Context: an optimization exercise on an open-source flow, tuned for small area. The choices shown serve that exercise and are no tape-out recipe. The RTL was checked by simulation tests, not by an equivalence proof against the original design. Power is estimated from default activity; no workload was simulated.

// rx_adc_conditioner
module rx_adc_conditioner
#(
    parameter int ADDR_DC_OFFSET_CL_EN = DEF_ADDR_DC_OFFSET_CL_EN,
    parameter int ADDR_ADC_OFFSET_0    = DEF_ADDR_ADC_OFFSET_0,
    parameter int ADDR_ADC_OFFSET_1    = DEF_ADDR_ADC_OFFSET_1,
    parameter int ADDR_ADC_OFFSET_2    = DEF_ADDR_ADC_OFFSET_2,
    parameter int ADDR_ADC_OFFSET_3    = DEF_ADDR_ADC_OFFSET_3,
    parameter int ADDR_RX_MUX          = DEF_ADDR_RX_MUX
) (
    input  logic              clock,
    input  logic              reset,
    input  logic              enable,
    input  logic [ADDR_W-1:0] serial_addr,
    input  logic [DATA_W-1:0] serial_data,
    input  logic              serial_strobe,
    input  logic [ADC_W-1:0]  rx_a_a,
    input  logic [ADC_W-1:0]  rx_b_a,
    input  logic [ADC_W-1:0]  rx_a_b,
    input  logic [ADC_W-1:0]  rx_b_b,
    output logic [31:0]       rssi_0,
    output logic [31:0]       rssi_1,
    output logic [31:0]       rssi_2,
    output logic [31:0]       rssi_3,
    output logic [SMP_W-1:0]  ddc0_in_i,
    output logic [SMP_W-1:0]  ddc0_in_q,
    output logic [SMP_W-1:0]  ddc1_in_i,
    output logic [SMP_W-1:0]  ddc1_in_q,
    output logic [SMP_W-1:0]  ddc2_in_i,
    output logic [SMP_W-1:0]  ddc2_in_q,
    output logic [SMP_W-1:0]  ddc3_in_i,
    output logic [SMP_W-1:0]  ddc3_in_q,
    output logic [3:0]        rx_numchan
);
For scale: ~350 I/O pins, roughly 29,000 um^2 of cells after synthesis.
==> module rx_add, before the edit <==
module rx_add
#(
    parameter int W = 16
) (
    input  logic [W-1:0] a,
    input  logic [W-1:0] b,
    input  logic         cin,
    output logic [W-1:0] s,
    output logic         cout
);
    logic [W-1:0] p, g;
    logic [W:0]   c;
    assign p = a ^ b;
    assign g = a & b;
    assign c[0] = cin;
    for (genvar i = 0; i < W; i += 2) begin : g_c
        if (i + 1 < W) begin : g_two
            assign c[i+1] = g[i] | (p[i] & c[i]);
            assign c[i+2] = g[i+1] | (p[i+1] & g[i]) | (p[i+1] & p[i] & c[i]);
        end else begin : g_one
            assign c[i+1] = g[i] | (p[i] & c[i]);
        end
    end
    assign s = p ^ c[W-1:0];
    assign cout = c[W];
endmodule
==> module rx_adc_conditioner, before the edit <==
module rx_adc_conditioner
#(
    parameter int ADDR_DC_OFFSET_CL_EN = DEF_ADDR_DC_OFFSET_CL_EN,
    parameter int ADDR_ADC_OFFSET_0    = DEF_ADDR_ADC_OFFSET_0,
    parameter int ADDR_ADC_OFFSET_1    = DEF_ADDR_ADC_OFFSET_1,
    parameter int ADDR_ADC_OFFSET_2    = DEF_ADDR_ADC_OFFSET_2,
    parameter int ADDR_ADC_OFFSET_3    = DEF_ADDR_ADC_OFFSET_3,
    parameter int ADDR_RX_MUX          = DEF_ADDR_RX_MUX
) (
    input  logic              clock,
    input  logic              reset,
    input  logic              enable,
    input  logic [ADDR_W-1:0] serial_addr,
    input  logic [DATA_W-1:0] serial_data,
    input  logic              serial_strobe,
    input  logic [ADC_W-1:0]  rx_a_a,
    input  logic [ADC_W-1:0]  rx_b_a,
    input  logic [ADC_W-1:0]  rx_a_b,
    input  logic [ADC_W-1:0]  rx_b_b,
    output logic [31:0]       rssi_0,
    output logic [31:0]       rssi_1,
    output logic [31:0]       rssi_2,
    output logic [31:0]       rssi_3,
    output logic [SMP_W-1:0]  ddc0_in_i,
    output logic [SMP_W-1:0]  ddc0_in_q,
    output logic [SMP_W-1:0]  ddc1_in_i,
    output logic [SMP_W-1:0]  ddc1_in_q,
    output logic [SMP_W-1:0]  ddc2_in_i,
    output logic [SMP_W-1:0]  ddc2_in_q,
    output logic [SMP_W-1:0]  ddc3_in_i,
    output logic [SMP_W-1:0]  ddc3_in_q,
    output logic [3:0]        rx_numchan
);
    localparam int MQ_LSB = MUX_REAL_BIT;
    localparam int MQ_W   = MUX_W - MUX_REAL_BIT;
    logic [MUX_NUMCHAN_W-1:0]  numchan;
    logic [NCH-1:0]            dco_en;
    logic [NCH-1:0][ADC_W-1:0] adc;
    logic [NCH-1:0][SMP_W-1:0] corr;
    logic [NCH-1:0][SMP_W-1:0] corr_q;
    logic [NCH-1:0][31:0]      rssi;
    logic [MUX_W-1:0]          bus_q;
    logic                      mux_wr;
    logic [MQ_W-1:0]           mux_q;
    logic [NCH-1:0]            load;
    logic                      meter_clear;
    logic                      post_reset;
    assign meter_clear = reset || !enable || post_reset;
    rx_setting_reg #(.ADDR(ADDR_RX_MUX), .WIDTH(MUX_NUMCHAN_W), .LSB(MUX_NUMCHAN_LSB)) u_mux (
        .clock, .reset, .serial_addr, .serial_data, .serial_strobe,
        .value(numchan)
    );
    rx_setting_reg #(.ADDR(ADDR_DC_OFFSET_CL_EN), .WIDTH(NCH)) u_dco (
        .clock, .reset, .serial_addr, .serial_data, .serial_strobe,
        .value(dco_en)
    );
    always_ff @(posedge clock) begin
        bus_q <= serial_data[MUX_W-1:0];
    end
    always_ff @(posedge clock) begin
        if (reset) begin
            mux_wr <= 1'b0;
            load   <= '0;
        end else begin
            mux_wr  <= serial_strobe && (serial_addr == ADDR_W'(ADDR_RX_MUX));
            load[0] <= serial_strobe && (serial_addr == ADDR_W'(ADDR_ADC_OFFSET_0));
            load[1] <= serial_strobe && (serial_addr == ADDR_W'(ADDR_ADC_OFFSET_1));
            load[2] <= serial_strobe && (serial_addr == ADDR_W'(ADDR_ADC_OFFSET_2));
            load[3] <= serial_strobe && (serial_addr == ADDR_W'(ADDR_ADC_OFFSET_3));
        end
    end
    always_ff @(posedge clock) begin
        if (reset) begin
            mux_q <= '0;
        end else if (mux_wr) begin
            mux_q <= bus_q[MQ_LSB +: MQ_W];
        end
    end
    always_ff @(posedge clock) begin
        post_reset <= reset;
        adc[0] <= rx_a_a;
        adc[1] <= rx_b_a;
        adc[2] <= rx_a_b;
        adc[3] <= rx_b_b;
    end
    logic [SMP_W-1:0] preload;
    assign preload = reset ? '0 : bus_q[SMP_W-1:0];
    for (genvar n = 0; n < NCH; n++) begin : g_ch
        rx_dc_corrector u_dc (
            .clock, .reset, .en(dco_en[n]), .load(load[n]),
            .preload(preload), .adc(adc[n]), .corr(corr[n])
        );
        rx_level_meter u_lvl (
            .clock, .clear(meter_clear), .adc(adc[n]), .rssi(rssi[n])
        );
    end
    logic out_zero;
    always_ff @(posedge clock) begin
        corr_q   <= corr;
        out_zero <= reset || post_reset;
    end
    logic [NCH-1:0][SMP_W-1:0] ddc_i;
    logic [NCH-1:0][SMP_W-1:0] ddc_q;
    for (genvar d = 0; d < NCH; d++) begin : g_ddc
        logic [MUX_DDC_W-1:0] sel;
        logic [NCH-1:0]       oh_i, oh_q;
        assign sel = mux_q[MUX_DDC_LSB - MQ_LSB + MUX_DDC_W*d +: MUX_DDC_W];
        for (genvar k = 0; k < NCH; k++) begin : g_k
            assign oh_i[k] = !out_zero && (sel[1:0] == k);
            assign oh_q[k] = !out_zero && !mux_q[0] && (sel[3:2] == k);
        end
        always_comb begin
            ddc_i[d] = '0;
            ddc_q[d] = '0;
            for (int k = 0; k < NCH; k++) begin
                ddc_i[d] = ddc_i[d] | (corr_q[k] & {SMP_W{oh_i[k]}});
                ddc_q[d] = ddc_q[d] | (corr_q[k] & {SMP_W{oh_q[k]}});
            end
        end
    end
    assign ddc0_in_i = ddc_i[0];
    assign ddc0_in_q = ddc_q[0];
    assign ddc1_in_i = ddc_i[1];
    assign ddc1_in_q = ddc_q[1];
    assign ddc2_in_i = ddc_i[2];
    assign ddc2_in_q = ddc_q[2];
    assign ddc3_in_i = ddc_i[3];
    assign ddc3_in_q = ddc_q[3];
    assign rssi_0 = rssi[0];
    assign rssi_1 = rssi[1];
    assign rssi_2 = rssi[2];
    assign rssi_3 = rssi[3];
    assign rx_numchan = {numchan, 1'b0};
endmodule
Settings: LEC_CHECK=0, ABC_AREA=1, CAP_MARGIN=20, CORE_MARGIN=2, CORE_UTILIZATION=45, CTS_BUF_LIST=sky130_fd_sc_hd__clkbuf_16, CTS_CLUSTER_DIAMETER=60, CTS_CLUSTER_SIZE=30, SLEW_MARGIN=20; clock period 5.5 ns.
standard.sh (not shown) runs the stock make flow with config.mk's settings and CLKGATE_MAP_FILE= SYNTH_SCRIPT=/design/flow/synth_recipe.tcl, a recipe that flattens the netlist after the stock synthesis.
==> flow/flow/run.sh <==
#!/bin/bash
# The standard layout (standard.sh) with two changes:
#  1. Synthesis runs the standard flow's own script, synth_recipe.tcl, except that Yosys's
#     extract_fa is skipped and the final ABC mapping uses flow/area.abc
#     (area mapping under a 3.4 ns delay target) instead of ORFS's script.
#     Registers, their names and cell types are those of the standard synthesis.
#  2. Every port is buffered with the smallest buffer, sky130_fd_sc_hd__buf_1.
# Each tool's full output stays in orfs/logs; make's output goes to flow.log.
set -euo pipefail
W=$PWD
cat > "$W/own_synth.tcl" <<EOS
yosys -import
proc extract_fa {args} { puts "extract_fa skipped: ABC maps the adders" }
proc abc {args} {
  set i [lsearch -exact \$args -script]
  if { \$i >= 0 } {
    set args [lreplace \$args [expr {\$i + 1}] [expr {\$i + 1}] $W/flow/area.abc]
  }
  puts "abc \$args"
  yosys abc {*}\$args
}
source $W/synth_recipe.tcl
EOS
sed "s#SYNTH_SCRIPT=[^ ]*#SYNTH_SCRIPT=$W/own_synth.tcl#" standard.sh > own_standard.sh
grep -q "SYNTH_SCRIPT=$W/own_synth.tcl" own_standard.sh
export BUFFER_PORTS_ARGS="-buffer_cell sky130_fd_sc_hd__buf_1"
bash own_standard.sh > flow.log 2>&1
==> flow/flow/area.abc <==
strash
dc2
dch
map -D 3400
strash
dc2
dch
map -D 3400
buffer
upsize -D 3400
dnsize -D 3400
stime -p
Rerun with:
--- a/flow/design.v
+++ b/flow/design.v
@@ -116,30 +116,4 @@
     end
 endmodule
-module rx_add
-#(
-    parameter int W = 16
-) (
-    input  logic [W-1:0] a,
-    input  logic [W-1:0] b,
-    input  logic         cin,
-    output logic [W-1:0] s,
-    output logic         cout
-);
-    logic [W-1:0] p, g;
-    logic [W:0]   c;
-    assign p = a ^ b;
-    assign g = a & b;
-    assign c[0] = cin;
-    for (genvar i = 0; i < W; i += 2) begin : g_c
-        if (i + 1 < W) begin : g_two
-            assign c[i+1] = g[i] | (p[i] & c[i]);
-            assign c[i+2] = g[i+1] | (p[i+1] & g[i]) | (p[i+1] & p[i] & c[i]);
-        end else begin : g_one
-            assign c[i+1] = g[i] | (p[i] & c[i]);
-        end
-    end
-    assign s = p ^ c[W-1:0];
-    assign cout = c[W];
-endmodule
 module rx_rca
 #(
@@ -343,12 +317,8 @@
             assign oh_q[k] = !out_zero && !mux_q[0] && (sel[3:2] == k);
         end
-        always_comb begin
-            ddc_i[d] = '0;
-            ddc_q[d] = '0;
-            for (int k = 0; k < NCH; k++) begin
-                ddc_i[d] = ddc_i[d] | (corr_q[k] & {SMP_W{oh_i[k]}});
-                ddc_q[d] = ddc_q[d] | (corr_q[k] & {SMP_W{oh_q[k]}});
-            end
-        end
+        assign ddc_i[d] = (corr_q[0] & {SMP_W{oh_i[0]}}) | (corr_q[1] & {SMP_W{oh_i[1]}})
+                        | (corr_q[2] & {SMP_W{oh_i[2]}}) | (corr_q[3] & {SMP_W{oh_i[3]}});
+        assign ddc_q[d] = (corr_q[0] & {SMP_W{oh_q[0]}}) | (corr_q[1] & {SMP_W{oh_q[1]}})
+                        | (corr_q[2] & {SMP_W{oh_q[2]}}) | (corr_q[3] & {SMP_W{oh_q[3]}});
     end
     assign ddc0_in_i = ddc_i[0];
Outcome:
- total power increases by about 3.5%
- wire length decreases by about 0.6%
- synthesized cell count decreases by about 1%
- count of clock-buffer cells in the layout increases by 1
- clock skew increases by 6.1 ps
- critical path depth increases by 4
- synthesized area hardly moves
- sequential power increases by about 0.9%
- setup slack gains 88 ps
- final area is about the same

static timing again, ports no longer ideal:
No port has a modelled driver above. Below, the same layouts with a new extraction and two added sets of constraints. Step 1, drivers: a clkbuf_16 drives clock and a buf_2 each remaining input, both assumed. Step 2 moves the port delays by t, midway between the first and last clock arrival at a register: inputs arrive t later, outputs are due t later. That takes back most of the time a late clock gives input paths. a / b / c = ideal ports / drivers / drivers and shift; a / b = the first two.
run | shift t [ns] | setup slack, ns | worst setup path at the end | clock arrival spread, ns
the first run | 0.651 | 0.490 / 0.490 / 0.490 | register to register | 0.033 / 0.033
the second run | 0.652 | 0.578 / 0.578 / 0.578 | register to register | 0.038 / 0.038
After both steps setup and hold are still met in every run listed.
